Background: an optimization exercise with open tools, aiming at a short achievable clock period. Do not read the settings as production practice.
In this exercise RTL edits were held to simulation tests only and were not proved equivalent to the original.
No driver is modelled on the clock port, so clocking that relies on it looks cheaper here than on a real chip.
Power is estimated from default activity; no workload was simulated.

<file path="flow/config.mk">
export PLATFORM = sky130hd
export DESIGN_NAME = rv_core_top
export DESIGN_NICKNAME = rv_core_top
export VERILOG_FILES = /design/flow/design.v
export SDC_FILE = /design/flow/constraint.sdc
export NUM_CORES = 4
export LEC_CHECK = 0
export CAP_MARGIN = 20
export CORE_MARGIN = 2
export CORE_UTILIZATION = 45
export SETUP_SLACK_MARGIN = 3.3
export SLEW_MARGIN = 20
export SYNTH_HIERARCHICAL = 1
export SYNTH_MINIMUM_KEEP_SIZE = 0
export TNS_END_PERCENT = 100
</file>
<file path="flow/constraint.sdc">
create_clock -name core_clock -period 7.5 [get_ports {clk}]
set_input_delay 1.5000 -clock core_clock [delete_from_list [all_inputs] [get_ports {clk}]]
set_output_delay 1.5000 -clock core_clock [all_outputs]
set_load 0.01 [all_outputs]
</file>
<file path="flow/design.v">
package rv_pkg;
	typedef enum logic [6:0] {
		OPC_REG    = 7'b0110011,
		OPC_IMM    = 7'b0010011,
		OPC_LUI    = 7'b0110111,
		OPC_LOAD   = 7'b0000011,
		OPC_STORE  = 7'b0100011,
		OPC_BRANCH = 7'b1100011,
		OPC_JAL    = 7'b1101111,
		OPC_JALR   = 7'b1100111,
		OPC_AUIPC  = 7'b0010111
	} opcode_e;
	typedef enum logic [1:0] {
		ALU_NONE = 2'd0,
		ALU_REG  = 2'd1,
		ALU_IMM  = 2'd2,
		ALU_LUI  = 2'd3
	} alu_op_e;
	typedef struct packed {
		logic                   valid;
		alu_op_e                op;
		logic [2:0]             funct3;
		logic                   alt;
		logic [5-1:0]  rs1;
		logic [5-1:0]  rs2;
		logic [5-1:0]  rd;
		logic [32-1:0]    imm;
	} decoded_t;
	typedef struct packed {
		logic                   valid;
		logic [5-1:0]  rd;
		logic [32-1:0]    data;
	} wb_t;
endpackage
module rf_dec2 (
	input  logic [1:0] i_a,
	output logic [3:0] o_sel
);
	always_comb begin
		for (int j = 0; j < 4; j++) begin
			o_sel[j] = (i_a == 2'(j));
		end
	end
endmodule
module rf_dec3 (
	input  logic [2:0] i_a,
	output logic [7:0] o_sel
);
	always_comb begin
		for (int j = 0; j < 8; j++) begin
			o_sel[j] = (i_a == 3'(j));
		end
	end
endmodule
module rf_sel4 (
	input  logic [3:0] i_sel,
	input  logic [3:0] i_d,
	output logic       o_q
);
	assign o_q = |(i_sel & i_d);
endmodule
module rf_sel8 (
	input  logic [7:0] i_sel,
	input  logic [7:0] i_d,
	output logic       o_q
);
	assign o_q = |(i_sel & i_d);
endmodule
module rf_dbg_bit (
	input  logic [4:0]              i_addr,
	input  logic [32-1:0] i_d,
	output logic                    o_q
);
	logic [3:0] lo;
	logic [7:0] hi;
	logic [7:0] grp;
	rf_dec2 u_lo (
		.i_a   (i_addr[1:0]),
		.o_sel (lo)
	);
	rf_dec3 u_hi (
		.i_a   (i_addr[4:2]),
		.o_sel (hi)
	);
	for (genvar g = 0; g < 8; g++) begin : g_grp
		rf_sel4 u_sel4 (
			.i_sel (lo),
			.i_d   (i_d[4*g +: 4]),
			.o_q   (grp[g])
		);
	end
	rf_sel8 u_sel8 (
		.i_sel (hi),
		.i_d   (grp),
		.o_q   (o_q)
	);
endmodule
module rv_core_top (
	input  logic                  clk,
	input  logic                  reset,
	output logic [32-1:0]   o_pc_addr,
	output logic                  o_pc_rd,
	input  logic [32-1:0]   i_pc_rddata,
	input  logic [5-1:0] i_dbg_addr,
	output logic [32-1:0]   o_dbg_data
);
	localparam int XL = 32;
	localparam int NR = 32;
	logic fetch_pending;
	always_ff @(posedge clk) begin
		if (reset) begin
			o_pc_rd   <= 1'b0;
			o_pc_addr <= 32'h0000_0000;
		end else begin
			o_pc_rd <= 1'b1;
			if (o_pc_rd) begin
				o_pc_addr <= o_pc_addr + 4;
			end
		end
	end
	logic [XL-1:0] ir;
	logic          ir_valid;
	logic          d_bx1;       
	logic          d_bx2;
	logic          d_fe1;       
	logic          d_fe2;
	logic          e_wr;
	logic [4:0]    e_rd;
	logic [XL-1:0] e_a;
	logic [XL-1:0] e_b;
	logic [4:0]    e_sh;        
	logic          e_sra;
	logic          s_add, s_sub, s_sll, s_slt, s_sltu, s_xor, s_srx, s_or, s_and, s_lui;
	logic [XL-1:0] x_data;
	logic [NR-1:1] x_we;
	logic [XL-1:0] regs [1:NR-1];
	logic [4:0] in_rs1;
	logic [4:0] in_rs2;
	logic       d_wr;
	logic [4:0] d_rd;
	assign in_rs1 = i_pc_rddata[19:15];
	assign in_rs2 = i_pc_rddata[24:20];
	always_ff @(posedge clk) begin
		if (reset) begin
			fetch_pending <= 1'b0;
			ir_valid      <= 1'b0;
		end else begin
			fetch_pending <= o_pc_rd;
			ir_valid      <= fetch_pending;
		end
		ir <= i_pc_rddata;
		d_fe1 <= !reset && d_wr && (d_rd == in_rs1);
		d_fe2 <= !reset && d_wr && (d_rd == in_rs2);
		d_bx1 <= !reset && e_wr && (e_rd == in_rs1);
		d_bx2 <= !reset && e_wr && (e_rd == in_rs2);
	end
	always_ff @(posedge clk) begin
		for (int i = 1; i < NR; i++) begin
			if (reset) begin
				regs[i] <= '0;
			end else if (x_we[i]) begin
				regs[i] <= x_data;
			end
		end
	end
	logic [XL-1:0] regs_z [0:NR-1];
	always_comb begin
		regs_z[0] = '0;
		for (int i = 1; i < NR; i++) begin
			regs_z[i] = regs[i];
		end
	end
	for (genvar b = 0; b < XL; b++) begin : g_dbg
		logic [NR-1:0] col;
		for (genvar i = 0; i < NR; i++) begin : g_col
			assign col[i] = regs_z[i][b];
		end
		rf_dbg_bit u_bit (
			.i_addr (i_dbg_addr),
			.i_d    (col),
			.o_q    (o_dbg_data[b])
		);
	end
	logic [6:0]    opc;
	logic [2:0]    f3;
	logic          d_is_reg;
	logic          d_is_imm;
	logic          d_is_lui;
	logic          d_alu;
	logic [XL-1:0] d_imm;
	logic [XL-1:0] d_rs1_val;
	logic [XL-1:0] d_rs2_val;
	logic [XL-1:0] d_a;
	logic [XL-1:0] d_b;
	logic          d_shift;
	logic [XL-1:0] result;
	assign opc      = ir[6:0];
	assign f3       = ir[14:12];
	assign d_rd     = ir[11:7];
	assign d_is_reg = (opc == 7'b0110011);
	assign d_is_imm = (opc == 7'b0010011);
	assign d_is_lui = (opc == 7'b0110111);
	assign d_alu    = d_is_reg || d_is_imm;
	assign d_wr     = ir_valid && (d_alu || d_is_lui) && (d_rd != 5'd0);
	assign d_shift  = d_alu && (f3[1:0] == 2'b01);
	assign d_imm    = d_is_lui ? {ir[31:12], 12'b0} : {{(XL-12){ir[31]}}, ir[31:20]};
	assign d_rs1_val = d_bx1 ? x_data : regs_z[ir[19:15]];
	assign d_rs2_val = d_bx2 ? x_data : regs_z[ir[24:20]];
	assign d_a       = d_rs1_val;
	assign d_b       = d_is_reg ? d_rs2_val : d_imm;
	always_ff @(posedge clk) begin
		if (reset) begin
			e_wr <= 1'b0;
		end else begin
			e_wr <= d_wr;
		end
		e_rd  <= d_rd;
		e_sra <= ir[30];
		e_a <= d_fe1 ? result : d_a;
		e_b <= (d_is_reg && d_fe2) ? result : d_b;
		if (!d_shift) begin
			e_sh <= 5'd0;
		end else if (d_is_reg && d_fe2) begin
			e_sh <= result[4:0];
		end else begin
			e_sh <= d_b[4:0];
		end
		s_lui  <= d_is_lui;
		s_add  <= d_alu && (f3 == 3'b000) && !(d_is_reg && ir[30]);
		s_sub  <= d_alu && (f3 == 3'b000) && (d_is_reg && ir[30]);
		s_sll  <= d_alu && (f3 == 3'b001);
		s_slt  <= d_alu && (f3 == 3'b010);
		s_sltu <= d_alu && (f3 == 3'b011);
		s_xor  <= d_alu && (f3 == 3'b100);
		s_srx  <= d_alu && (f3 == 3'b101);
		s_or   <= d_alu && (f3 == 3'b110);
		s_and  <= d_alu && (f3 == 3'b111);
	end
	logic [XL-1:0] sum;
	logic [XL:0]   diff;
	logic          ltu;
	logic          lts;
	logic [XL-1:0] sll;
	logic [XL-1:0] srx;
	assign sum  = e_a + e_b;
	assign diff = {1'b0, e_a} - {1'b0, e_b};
	assign ltu  = diff[XL];
	assign lts  = (e_a[XL-1] != e_b[XL-1]) ? e_a[XL-1] : diff[XL-1];
	assign sll  = e_a << e_sh;
	assign srx  = $signed({e_sra && e_a[XL-1], e_a}) >>> e_sh;
	always_comb begin
		result = ({XL{s_add}}  & sum)
		       | ({XL{s_sub}}  & diff[XL-1:0])
		       | ({XL{s_sll}}  & sll)
		       | ({XL{s_slt}}  & {{(XL-1){1'b0}}, lts})
		       | ({XL{s_sltu}} & {{(XL-1){1'b0}}, ltu})
		       | ({XL{s_xor}}  & (e_a ^ e_b))
		       | ({XL{s_srx}}  & srx)
		       | ({XL{s_or}}   & (e_a | e_b))
		       | ({XL{s_and}}  & (e_a & e_b))
		       | ({XL{s_lui}}  & e_b);
	end
	always_ff @(posedge clk) begin
		x_data <= result;
		for (int i = 1; i < NR; i++) begin
			x_we[i] <= !reset && e_wr && (e_rd == 5'(i));
		end
	end
endmodule
</file>
<file path="flow/flow/run.sh">
#!/bin/bash
# The standard layout, with one synthesis change: adders are left to abc as
# plain gates (ADDER_MAP_FILE empty) instead of being mapped to the slow
# fa/ha cells. Registers and their names are the standard synthesis's.
set -uo pipefail
bash standard.sh ADDER_MAP_FILE= finish > make_finish.log 2>&1
</file>
<file path="flow/standard.sh">
#!/bin/bash
# synth_recipe.tcl (not shown) runs the flow's synth.tcl, then flattens the netlist and writes it again
# the make line also repeats each setting of config.mk as NAME=value (left out here)
make -C /OpenROAD-flow-scripts/flow DESIGN_CONFIG=/design/flow/config.mk WORK_HOME=/design/flow/orfs CLKGATE_MAP_FILE= SYNTH_SCRIPT=/design/flow/synth_recipe.tcl "${@:-finish}"
</file>
==> results of run 1 <==
-- Yosys stat by module, one instance, submodules excluded, a selection --
| module | copies in the design | flip-flops and latches | area (um2) | cells inside |
|---|---|---|---|---|
| rf_dec2 | 32 | 0 | 26.3 | 4 |
| rf_sel8 | 32 | 0 | 36.3 | 5 |
| rv_core_top | 1 | 1210 | 61700 | 7040 |
| rf_dec3 | 32 | 0 | 65.1 | 8 |
| rf_sel4 | 256 | 0 | 18.8 | 3 |
-- area by class of cell --
type	instances	area (um2)
Inverter	72	272
Fill cell	14600	74000
Multi-Input combinational cell	6371	45600
Antenna cell	16	40.0
Clock inverter	65	886
Tap cell	2058	2570
Sequential cell	1210	24400
Timing Repair Buffer	397	4220
Clock buffer	187	4030
-- per-layer routing --
metal,track usage (%),vias up,routed length [um]
met5,1.42,-,701
met3,22.6,2310,66600
li1,-,30900,-
met4,36.7,42,41000
met2,68.4,7079,161000
met1,61.8,37300,150000
-- cell usage in the layout, fill, tap and decap left out, drive strengths merged, types with 42 or more instances in the layout --
cell type,netlist,layout
nand3,178,178
mux4,60,60
nand2,620,620
buf,189,321
clkdlybuf4s50,0,63
a221oi,181,181
dfxtp,1210,1210
and3b,96,96
xor2,46,46
nor2b,60,60
a22o,121,121
nor3b,98,98
o21ai,169,169
nor3,93,93
nand4,72,72
and2,52,52
a21oi,150,150
a22oi,1325,1325
inv,70,81
nor2,1343,1343
clkbuf,543,197
xnor2,77,77
a222oi,44,44
mux2i,1042,1042
nand2b,42,42
-- final timing paths --
path / startpoint / end / slack (ps) / depth (start not counted)
hold / removal: ir[9] / e_rd[2] / 420 / 0
hold reg to reg: ir[9] / e_rd[2] / 420 / 0
setup / recovery: i_dbg_addr[1] / o_dbg_data[10] / 2840 / 8
setup reg to reg: ir[22] / e_b[25] / 3100 / 11
-- worst register-to-register path, cell delays in order, from the launching register on --
cell and delay, ps:
dfxtp_2 600, nand3_1 420, nor2_4 820, buf_4 780
a22oi_1 200, nand2_1 110, nor2_1 40, nand4_1 90
or4_1 320, a221oi_2 160, o21ai_0 610, a21o_1 180
-- power by group --
part           leakage, nW  switching, mW  internal [mW]
registers             9.81         0.0568           6.44
logic                 16.4          0.745          0.281
clock network         2.38           3.12           4.33
total                 28.6           3.92           11.0
-- flip-flops by register name (all words and copies together) (netlist names), 5 cells and up --
name	cells
x_we	31
e_a	32
e_sh	5
o_pc_addr	30
regs	992
e_rd	5
e_b	32
ir	32
x_data	32
-- stage by stage --
step | power (mW) | area [um2]
after detailed placement | 7.40 | 73900
after floorplan | 7.01 | 70700
final | 15.0 | 82000
after CTS | 14.8 | 80500
after global placement | 7.40 | 73800
after global routing | 15.2 | 81900
-- logic make-up after synthesis --
kind of cell	Yosys count	synth area share [%]
compound gates	2209	23.3
xor+xnor	123	1.55
fa+ha+maj	27	0.388
buf+inv	804	4.37
flops	1210	34.3
mux	1123	17.0
other cells	1	0.00531
simple gates	2855	19.1
-- repair_timing --
item / 4_1_cts / 5_1_grt
buffers inserted: 25 / 30
setup endpoints to repair: 68 / 63
resized for setup: 381 / 267
hold buffers: 0 / 0
pin swaps: 56 / 127
cloned: 24 / 4
endpoints found under the hold margin: 0 / 0
==> flow_summary.toml, run 1 <==
[run_status]
outcome = "timing/DRC/antenna clean"

[floorplanning]
num_rows = 145
die_y_um = 400
core_um2 = 156000
num_io_pins = 104
die_area_um2 = 160000
die_w_um = 400
start_util_pct = 45.2

[clocking]
cts_sinks = 1210
cts_root_buf = "clkbuf_16"
clk_latency_ps = 820
clkSlewWorstSetupHoldPaths_ps = 60
cts_tree = "done"
clockBufferDepth = 3
htree_levels = 4
cts-buffers-inserted = 140

[setup_path]
endpoint_kind = "output port"
start_kind = "primary input"
critPathBufInv = 3
path_cells = "buf_16 -> buf_12 -> nor2_2 -> a22oi_1 -> nand2_1 -> a22oi_2 -> nand4_1 -> buf_2"
worst-path-max-fanout = 8
critPathMaxStageDelay_ps = 380
crit_slowest_cell = "nand4_1"
critPathArrivalTime_ps = 3160
crit_type = "primary input to output port"
crit_required_ps = 6000
cp_top_family = "buffers and inverters"

[worst_hold_path]
hp-class = "flop to flop"

[place]
dp_slack_ps = 1770
hpwl_um = 249000
port_buffers = 101
place_inst = 10000
gp_congestion = 1.04

[sta]
tightestPinTransition_ps = 1200
slew-limit-headroom_pct = 19.8
drv_slew = 0
fmax_mhz = 215
period_needed_ps = 4660
finalHoldViolations = 0
finalSetupTns_ps = 0
rsz0062_at_grt = "yes"
post-route-period-util_pct = 62.1
final.setup.worst_slack_ps = 2840
finalSetupViolCount = 0
hold_ws_ps = 417
finClkSkew_ps = 30.4

[yosys]
synth_edf_count = 0
yosysSeqAreaShare_pct = 34.3
synth_most_common_cell = "nor2_1"
yosys_warnings = 11
synth_flop_cell = "dfxtp_1"
synth-seq-cells = 1210
async_flop_share_pct = 0
netlist.area_leader.share_pct = 34.3
synth_common_cells = "1342 x nor2_1, 1325 x a22oi_1, 1210 x dfxtp_1, 1042 x mux2i_1, 620 x nand2_1"
yosysTopAreaCell = "dfxtp_1"
synth_area_per_cell_um2 = 8.45
synth.cell_area_um2 = 70600
synth_cell_types = 96
synth_area_leaders = "dfxtp_1 34%, mux2i_1 15%, a22oi_1 14%"
synth_cells = 8352

[global_routing]
grt_use_total_pct = 50.2
grt_pass1_vias = 70400
grt_max_degree = 197
overflow = 0
grt_pass1_wl_um = 569000
antenna_found_initial = 27

[cells_and_area]
fin_util_pct = 52.5
final_nets = 8231
syn_to_final_growth_pct = 16.2
final_layout_size_suffix_gt1_share_pct = 16.0
instances_no_fill = 10400

[power_and_ir_drop]
power_density_nw_per_um2 = 183
peakVddDrop_mv = 0.208
leakagePower_nw = 28.6

[route]
first_iter_violations = 14400
vias = 77600
routedWlPerCell_um = 40.4
ant_nets = 0
drt_wl_total_um = 419000
dr.pass1.iters = 14
drc = 0
detail_route.vias_per_cell = 7.47

[flow_run]
max-cap-violations = 0
==> run 2, diff against run 1 <==
--- a/flow/design.v
+++ b/flow/design.v
@@ -97,2 +97,22 @@
 endmodule
+module rf_rd_bit (
+	input  logic [3:0]              i_lo,
+	input  logic [7:0]              i_hi,
+	input  logic [32-1:0] i_d,
+	output logic                    o_q
+);
+	logic [7:0] grp;
+	for (genvar g = 0; g < 8; g++) begin : g_grp
+		rf_sel4 u_sel4 (
+			.i_sel (i_lo),
+			.i_d   (i_d[4*g +: 4]),
+			.o_q   (grp[g])
+		);
+	end
+	rf_sel8 u_sel8 (
+		.i_sel (i_hi),
+		.i_d   (grp),
+		.o_q   (o_q)
+	);
+endmodule
 module rv_core_top (
@@ -126,2 +146,6 @@
 	logic          d_fe2;
+	logic [3:0]    d_lo1;       
+	logic [7:0]    d_hi1;       
+	logic [3:0]    d_lo2;
+	logic [7:0]    d_hi2;
 	logic          e_wr;
@@ -155,2 +179,10 @@
 		d_bx2 <= !reset && e_wr && (e_rd == in_rs2);
+		for (int j = 0; j < 4; j++) begin
+			d_lo1[j] <= (in_rs1[1:0] == 2'(j));
+			d_lo2[j] <= (in_rs2[1:0] == 2'(j));
+		end
+		for (int j = 0; j < 8; j++) begin
+			d_hi1[j] <= (in_rs1[4:2] == 3'(j));
+			d_hi2[j] <= (in_rs2[4:2] == 3'(j));
+		end
 	end
@@ -166,2 +198,4 @@
 	logic [XL-1:0] regs_z [0:NR-1];
+	logic [XL-1:0] d_rd1;
+	logic [XL-1:0] d_rd2;
 	always_comb begin
@@ -181,2 +215,14 @@
 			.o_q    (o_dbg_data[b])
+		);
+		rf_rd_bit u_rd1 (
+			.i_lo (d_lo1),
+			.i_hi (d_hi1),
+			.i_d  (col),
+			.o_q  (d_rd1[b])
+		);
+		rf_rd_bit u_rd2 (
+			.i_lo (d_lo2),
+			.i_hi (d_hi2),
+			.i_d  (col),
+			.o_q  (d_rd2[b])
 		);
@@ -206,4 +252,4 @@
 	assign d_imm    = d_is_lui ? {ir[31:12], 12'b0} : {{(XL-12){ir[31]}}, ir[31:20]};
-	assign d_rs1_val = d_bx1 ? x_data : regs_z[ir[19:15]];
-	assign d_rs2_val = d_bx2 ? x_data : regs_z[ir[24:20]];
+	assign d_rs1_val = d_bx1 ? x_data : d_rd1;
+	assign d_rs2_val = d_bx2 ? x_data : d_rd2;
 	assign d_a       = d_rs1_val;
==> flow/flow/run.sh (replaced) <==
#!/bin/bash
# The standard layout, with three changes:
# - synthesis leaves adders to abc as plain gates (ADDER_MAP_FILE empty)
#   instead of mapping them to the slow fa/ha cells; registers and their
#   names are the standard synthesis's;
# - before IO placement, flow/pins.tcl puts the debug address pins in the
#   middle of the bottom edge;
# - after clock tree synthesis, flow/obufs.tcl moves each debug data output
#   buffer next to its driver and repairs timing again.
set -uo pipefail
export PRE_IO_PLACEMENT_TCL="$PWD/flow/pins.tcl"
export POST_CTS_TCL="$PWD/flow/obufs.tcl"
bash standard.sh ADDER_MAP_FILE= PRE_IO_PLACEMENT_TCL="$PWD/flow/pins.tcl" POST_CTS_TCL="$PWD/flow/obufs.tcl" finish > make_finish.log 2>&1
==> flow/flow/obufs.tcl (new file) <==
# After clock tree synthesis: move the buffer of each debug data output next
# to the gate that drives it. The select network ends in the middle of the
# register file, far from the pins; with the buffer beside its driver, the
# buffer (sized by the repair below) drives the long wire to the pin instead
# of the small last gate of the select network. Every output keeps its own
# buffer. Then legalize, repair timing again and legalize, as cts.tcl does.
set block [ord::get_db_block]
set moved 0
foreach bterm [$block getBTerms] {
  if {![string match "o_dbg_data*" [$bterm getName]]} { continue }
  set net [$bterm getNet]
  set buf ""
  foreach it [$net getITerms] {
    if {[$it isOutputSignal]} { set buf [$it getInst] }
  }
  if {$buf eq ""} { continue }
  set drv ""
  foreach it [$buf getITerms] {
    if {[$it isInputSignal]} {
      foreach jt [[$it getNet] getITerms] {
        if {[$jt isOutputSignal]} { set drv [$jt getInst] }
      }
    }
  }
  if {$drv eq ""} { continue }
  set d [$drv getLocation]
  set b [$buf getLocation]
  set nx [expr {int([lindex $d 0] + 0.05 * ([lindex $b 0] - [lindex $d 0]))}]
  set ny [expr {int([lindex $d 1] + 0.05 * ([lindex $b 1] - [lindex $d 1]))}]
  $buf setLocation $nx $ny
  incr moved
}
puts "obufs.tcl: moved $moved output buffers"
detailed_placement
estimate_parasitics -placement
repair_timing_helper
detailed_placement
check_placement -verbose
==> flow/flow/pins.tcl (new file) <==
# The debug address pins fan out to every bit slice of the register file,
# which fills the core: put them in the middle of the bottom edge, the point
# of the boundary nearest to all slices, instead of wherever the pin placer
# lands them. All other pins are placed as usual.
set die [ord::get_die_area]
set x0 [lindex $die 0]
set x1 [lindex $die 2]
set lo [expr {$x0 + 0.42 * ($x1 - $x0)}]
set hi [expr {$x0 + 0.58 * ($x1 - $x0)}]
set_io_pin_constraint \
	-pin_names {i_dbg_addr[0] i_dbg_addr[1] i_dbg_addr[2] i_dbg_addr[3] i_dbg_addr[4]} \
	-region bottom:$lo-$hi
==> run 2 against run 1 <==
Global-route usage decreased by 9.8 points. Die area rose by 2.3%. First-iteration DRC count fell by 27%. Worst setup slack better by 250 ps. Synthesized area increased by 2.4%. Sequential power grew 3.5%. Design area grew 3.0%. Fmax increased by 5.7%. Hold slack better by 23 ps. Synthesized cell count grew 2.3%.
==> flow_summary.toml, run 2 <==
[floorplanning]
die_w_um = 405
start_util_pct = 45.2
die_area_um2 = 164000
num_rows = 147
die_y_um = 405
num_io_pins = 104
core_um2 = 160000

[setup_path]
critPathArrivalTime_ps = 2910
r2r_end = "e_a[5]"
critPathBufInv = 6
ff2ff_setup_slack_ps = 3230
cp_top_family = "buffers and inverters"
r2r_start = "e_sh[4]"
crit_required_ps = 6000
crit_slowest_cell = "a22oi_2"
crit_type = "primary input to output port"
path_cells = "buf_16 -> buf_16 -> buf_6 -> buf_6 -> nor2_4 -> buf_12 -> a22oi_2 -> nand2_1 -> a22oi_2 -> nand4_1 -> buf_6"
critPathMaxStageDelay_ps = 190
endpoint_kind = "output port"
worst-path-max-fanout = 8
r2r_cells = 10
start_kind = "primary input"
critPathMostFrequentCell = "buf_6"

[cells_and_area]
final_nets = 8615
final_area_um2 = 84500
fin_util_pct = 52.8
final_layout_size_suffix_gt1_share_pct = 14.4
instances_no_fill = 10800
final_common_cell = "a22oi_1"
largest_register = "regs"
syn_to_final_growth_pct = 16.9
most-common-layout-cells = "1649 x a22oi_1, 1250 x nor2_1, 1150 x dfxtp_1"
largest_register_ffs = 992

[sta]
post-route-period-util_pct = 58.8
period_needed_ps = 4410
finClkSkew_ps = 52.0
drv_slew = 0
slew-limit-headroom_pct = 10.6
hold_ws_ps = 440
tightestPinTransition_ps = 1330
finalSetupViolCount = 0
fmax_mhz = 227
final.setup.worst_slack_ps = 3090
finalHoldViolations = 0
rsz0062_at_grt = "yes"
finalSetupTns_ps = 0

[worst_hold_path]
hp-start = "ir[7]"
hp-class = "flop to flop"
hold_path_end = "e_rd[0]"
hold_path_depth = 0

[clocking]
cts_sinks = 1234
cts_tree = "done"
clkSlewWorstSetupHoldPaths_ps = 60
clk_latency_ps = 830

[yosys]
netlist.area_leader.share_pct = 34.2
synth_area_leaders = "dfxtp_1 34%, a22oi_1 20%, mux2i_1 15%"
yosysTopAreaCell = "dfxtp_1"
synth_area_per_cell_um2 = 8.46
synth_most_common_cell = "a22oi_1"
synth_edf_count = 0
synth-seq-cells = 1234
synth_cells = 8541
yosysSeqAreaShare_pct = 34.2
async_flop_share_pct = 0
yosys_warnings = 11
synth_flop_cell = "dfxtp_1"
synth_common_cells = "1932 x a22oi_1, 1282 x nor2_1, 1234 x dfxtp_1, 1064 x mux2i_1, 949 x nand2_1"
synth_cell_types = 91
synth.cell_area_um2 = 72300

[route]
drc = 0
ant_nets = 0
routedWlPerCell_um = 32.0
detail_route.vias_per_cell = 6.99
dr.pass1.iters = 9
first_iter_violations = 10500
vias = 75300
drt_wl_total_um = 345000

[power_and_ir_drop]
leakagePower_nw = 30.1
total_power_mw = 15.4
power_density_nw_per_um2 = 182
peakVddDrop_mv = 0.247

[global_routing]
grt_pass1_vias = 69500
grt_use_total_pct = 40.4
grt_pass1_wl_um = 492000
antenna_found_initial = 21
grt_max_degree = 196
overflow = 0

[place]
place_inst = 10400
dp_slack_ps = 1770
hpwl_um = 193000
port_buffers = 101
gp_congestion = 0.995
dpl_cell_area_um2 = 75800

[run_status]
outcome = "timing/DRC/antenna clean"

[flow_run]
max-cap-violations = 0
==> run 2: worst max path at each step <==
| stage | slack [ps] | cells past startpoint | startpoint | to |
|---|---|---|---|---|
| floorplan | 3700 | 5 | i_dbg_addr[0] | o_dbg_data[0] |
| global placement | 1850 | 9 | i_dbg_addr[1] | o_dbg_data[15] |
| detailed placement | 1770 | 9 | i_dbg_addr[1] | o_dbg_data[31] |
| global route | 3020 | 11 | i_dbg_addr[1] | o_dbg_data[20] |
| finish | 3090 | 11 | i_dbg_addr[1] | o_dbg_data[20] |
==> run 2: cell families (layout without fill, tap and decap cells) <==
logic type / after synthesis / in the layout / synth area share [%]
buffers and inverters: 595 / 639 / 3.15
AND/OR/NAND/NOR: 2940 / 2940 / 18.5
AO/OA/AOI/OAI: 2463 / 2463 / 25.0
adder cells (fa/ha/maj): 32 / 32 / 0.449
flip-flops: 1234 / 1234 / 34.2
other: 1 / 107 / 0.00519
XOR/XNOR: 130 / 130 / 1.59
multiplexers: 1146 / 1146 / 17.1
==> run 2: metal layers <==
metal / share of wire (%) / track usage (%) / vias up
met5: 0.044 / 0 / -
met4: 8.0 / 28.1 / 24
met3: 13 / 11.6 / 1470
met2: 41 / 58.5 / 5474
met1: 38 / 51.6 / 36200
li1: - / - / 32100
==> run 2: modules after synthesis (local to each module, per instance), a selection <==
| module | cells | flip-flops and latches |
|---|---|---|
| rf_dec2 | 4 | 0 |
| rf_dec3 | 8 | 0 |
| rf_sel4 | 3 | 0 |
| rf_sel8 | 5 | 0 |
| rv_core_top | 5373 | 1234 |
==> run 2: final cells by class <==
| class | instances | area (um2) |
|---|---|---|
| clock inverters | 56 | 901 |
| clock buffers | 192 | 4010 |
| fillers | 14900 | 75600 |
| diodes | 9 | 22.5 |
| multi-input cells | 6809 | 47600 |
| well taps | 2086 | 2610 |
| inverters | 50 | 188 |
| repair buffers | 341 | 4130 |
| flip-flops and latches | 1234 | 24900 |
==> run 2: power breakdown <==
group | internal, mW | switching, mW
Sequential | 6.57 | 0.154
Combinational | 0.336 | 0.892
Clock | 4.34 | 3.09
==> run 3, diff against run 2 <==
--- a/flow/config.mk
+++ b/flow/config.mk
@@ -9,3 +9,3 @@
 export CORE_MARGIN = 2
-export CORE_UTILIZATION = 45
+export CORE_UTILIZATION = 50
 export SETUP_SLACK_MARGIN = 3.3
==> run 3 against run 2 <==
Combinational power up 3%. Count of clock-buffer cells in the layout increased by 6. Still clean. Clock power shrank 1%. Routed wire length decreased by 0.15%. Synthesized area did not move. Sequential power about the same. Clock skew up 29 ps. Register-to-register slack improved by 100 ps.
==> flow_summary.toml, run 3 <==
[floorplanning]
num_io_pins = 104
die_area_um2 = 148000
die_w_um = 384
die_y_um = 384
start_util_pct = 50.4
num_rows = 139
core_um2 = 143000

[cells_and_area]
final_area_um2 = 84100
final_nets = 8625
largest_register = "regs"
largest_register_ffs = 992
most-common-layout-cells = "1686 x a22oi_1, 1250 x nor2_1, 1152 x dfxtp_1"
final_common_cell = "a22oi_1"
instances_no_fill = 10600
syn_to_final_growth_pct = 16.4
final_layout_size_suffix_gt1_share_pct = 14.0

[place]
dpl_cell_area_um2 = 75600
port_buffers = 101
gp_congestion = 1.00
place_inst = 10300
hpwl_um = 190000
dp_slack_ps = 1830

[power_and_ir_drop]
peakVddDrop_mv = 0.226
power_density_nw_per_um2 = 182
leakagePower_nw = 30.2
total_power_mw = 15.3

[sta]
tightestPinTransition_ps = 1160
slew-limit-headroom_pct = 20.6
drv_slew = 0
final.setup.worst_slack_ps = 3040
finalSetupViolCount = 0
rsz0062_at_grt = "yes"
fmax_mhz = 224
post-route-period-util_pct = 59.4
period_needed_ps = 4460
finClkSkew_ps = 80.7
finalSetupTns_ps = 0
finalHoldViolations = 0

[yosys]
synth_flop_cell = "dfxtp_1"
synth_area_leaders = "dfxtp_1 34%, a22oi_1 20%, mux2i_1 15%"
synth_cells = 8541
yosysTopAreaCell = "dfxtp_1"
synth-seq-cells = 1234
synth.cell_area_um2 = 72300
synth_most_common_cell = "a22oi_1"
synth_cell_types = 91
netlist.area_leader.share_pct = 34.2
synth_area_per_cell_um2 = 8.46
async_flop_share_pct = 0
synth_common_cells = "1932 x a22oi_1, 1282 x nor2_1, 1234 x dfxtp_1, 1064 x mux2i_1, 949 x nand2_1"
yosys_warnings = 11
synth_edf_count = 0
yosysSeqAreaShare_pct = 34.2

[route]
drc = 0
dr.pass1.iters = 8
detail_route.vias_per_cell = 7.13
first_iter_violations = 10900
vias = 75700
ant_nets = 0
routedWlPerCell_um = 32.4
drt_wl_total_um = 345000

[setup_path]
r2r_cells = 9
critPathArrivalTime_ps = 2960
crit_type = "primary input to output port"
start_kind = "primary input"
critPathLaunch = "i_dbg_addr[1]"
ff2ff_setup_slack_ps = 3330
crit_required_ps = 6000
r2r_start = "e_sh[1]"
r2r_end = "e_a[27]"
cp-endpoint = "o_dbg_data[3]"
endpoint_kind = "output port"
worst-path-max-fanout = 8

[global_routing]
grt_pass1_wl_um = 489000
overflow = 0
grt_max_degree = 243
grt_pass1_vias = 68700
antenna_found_initial = 22
grt_use_total_pct = 44.5

[clocking]
cts_tree = "done"
clk_latency_ps = 820
cts_sinks = 1234
clkSlewWorstSetupHoldPaths_ps = 60

[run_status]
outcome = "timing/DRC/antenna clean"

[worst_hold_path]
hp-class = "flop to flop"

[flow_run]
max-cap-violations = 0
[run 3: area by class of cell]
class / instances / area (um2)
Timing Repair Buffer: 350 / 4220
Multi-Input combinational cell: 6809 / 47400
Antenna cell: 18 / 45.0
Sequential cell: 1234 / 24900
Clock buffer: 198 / 4020
Inverter: 50 / 188
Clock inverter: 59 / 878
Tap cell: 1903 / 2380
Fill cell: 13000 / 59400
[run 3: per-layer routing]
layer	part of all wire (%)	wire length (um)	vias to the layer above	global-route usage (%)
met1	38	130000	36300	58.1
met2	41	141000	5742	63.8
li1	-	-	32100	-
met3	13	44700	1570	12.1
met5	0.049	169	-	0
met4	8.2	28300	24	30.0
[run 3: power breakdown]
part / internal [mW] / switching (mW)
clock: 4.27 / 3.06
sequential: 6.57 / 0.128
combinational: 0.340 / 0.930
[run 3: kinds of logic after synthesis]
group,synth area share [%]
AOI/OAI and AO/OA,25.0
xor gates and xnor gates,1.59
adders and majority gates,0.449
buffers and inverters,3.15
DFF,34.2
muxes,17.1
other,0.00519
and+or+nand+nor,18.5
[run 3: how the worst min path moves through the flow]
stage / end / slack (ps) / cells after the start / from
floorplan: e_sra / 380 / 0 / ir[30]
global placement: ir_valid / 430 / 1 / fetch_pending
finish: e_rd[0] / 440 / 0 / ir[7]
detailed placement: e_rd[0] / 430 / 0 / ir[7]
global route: e_rd[0] / 450 / 0 / ir[7]
[run 3: Yosys stat by module, one instance, submodules excluded, a selection]
module / cell area, um2 / flops+latches / cells inside / copies in the design
rf_sel8: 36.3 / 0 / 5 / 96
rf_dec2: 26.3 / 0 / 4 / 32
rf_dec3: 65.1 / 0 / 8 / 32
rf_sel4: 18.8 / 0 / 3 / 768
rv_core_top: 51400 / 1234 / 5373 / 1
[run 3: per-stage QoR]
stage / util (%) / hold slack (ps)
final: 58.6 / 438
after global placement: 52.7 / 427
after floorplan: - / 377
after detailed placement: 52.7 / 431
after global routing: 58.6 / 452
[run 3: critical path: stages]
cell	delay (ps)
buf_16	160
buf_16	180
buf_12	140
buf_12	130
nor2_4	250
a22oi_1	140
nand2_1	120
a22oi_1	100
nand4_1	70
buf_2	150

==> separate check: timing with driven ports <==
The flow's constraints put no driver on any port. The routed layouts listed below were extracted and timed again, unchanged, in two steps.
Step 1 assumes that a clkbuf_16 drives the clock port and a buf_2 every other input.
Step 2 times the ports against the registers' clock, not the clock port: input delays grow and output delays shrink by t, the midpoint of the rising clock arrivals with the driver on.
Three values: ideal, step 1, step 2; two values: the first two.
run	t, ns	setup WS [ns]	latest minus earliest clock arrival (ns)	worst register clock-pin slew, ns
run 1	0.891	2.842 / 2.314 / 2.314	0.034 / 0.034	0.07 / 0.07
run 2	0.889	3.092 / 2.523 / 2.523	0.065 / 0.065	0.07 / 0.07
run 3	0.861	3.042 / 2.485 / 2.485	0.081 / 0.081	0.07 / 0.07
After both steps every run listed still meets setup and hold. The setup slack of run 2, which loses most, moves by -0.569 ns with the drivers and by -0.569 ns with both steps.
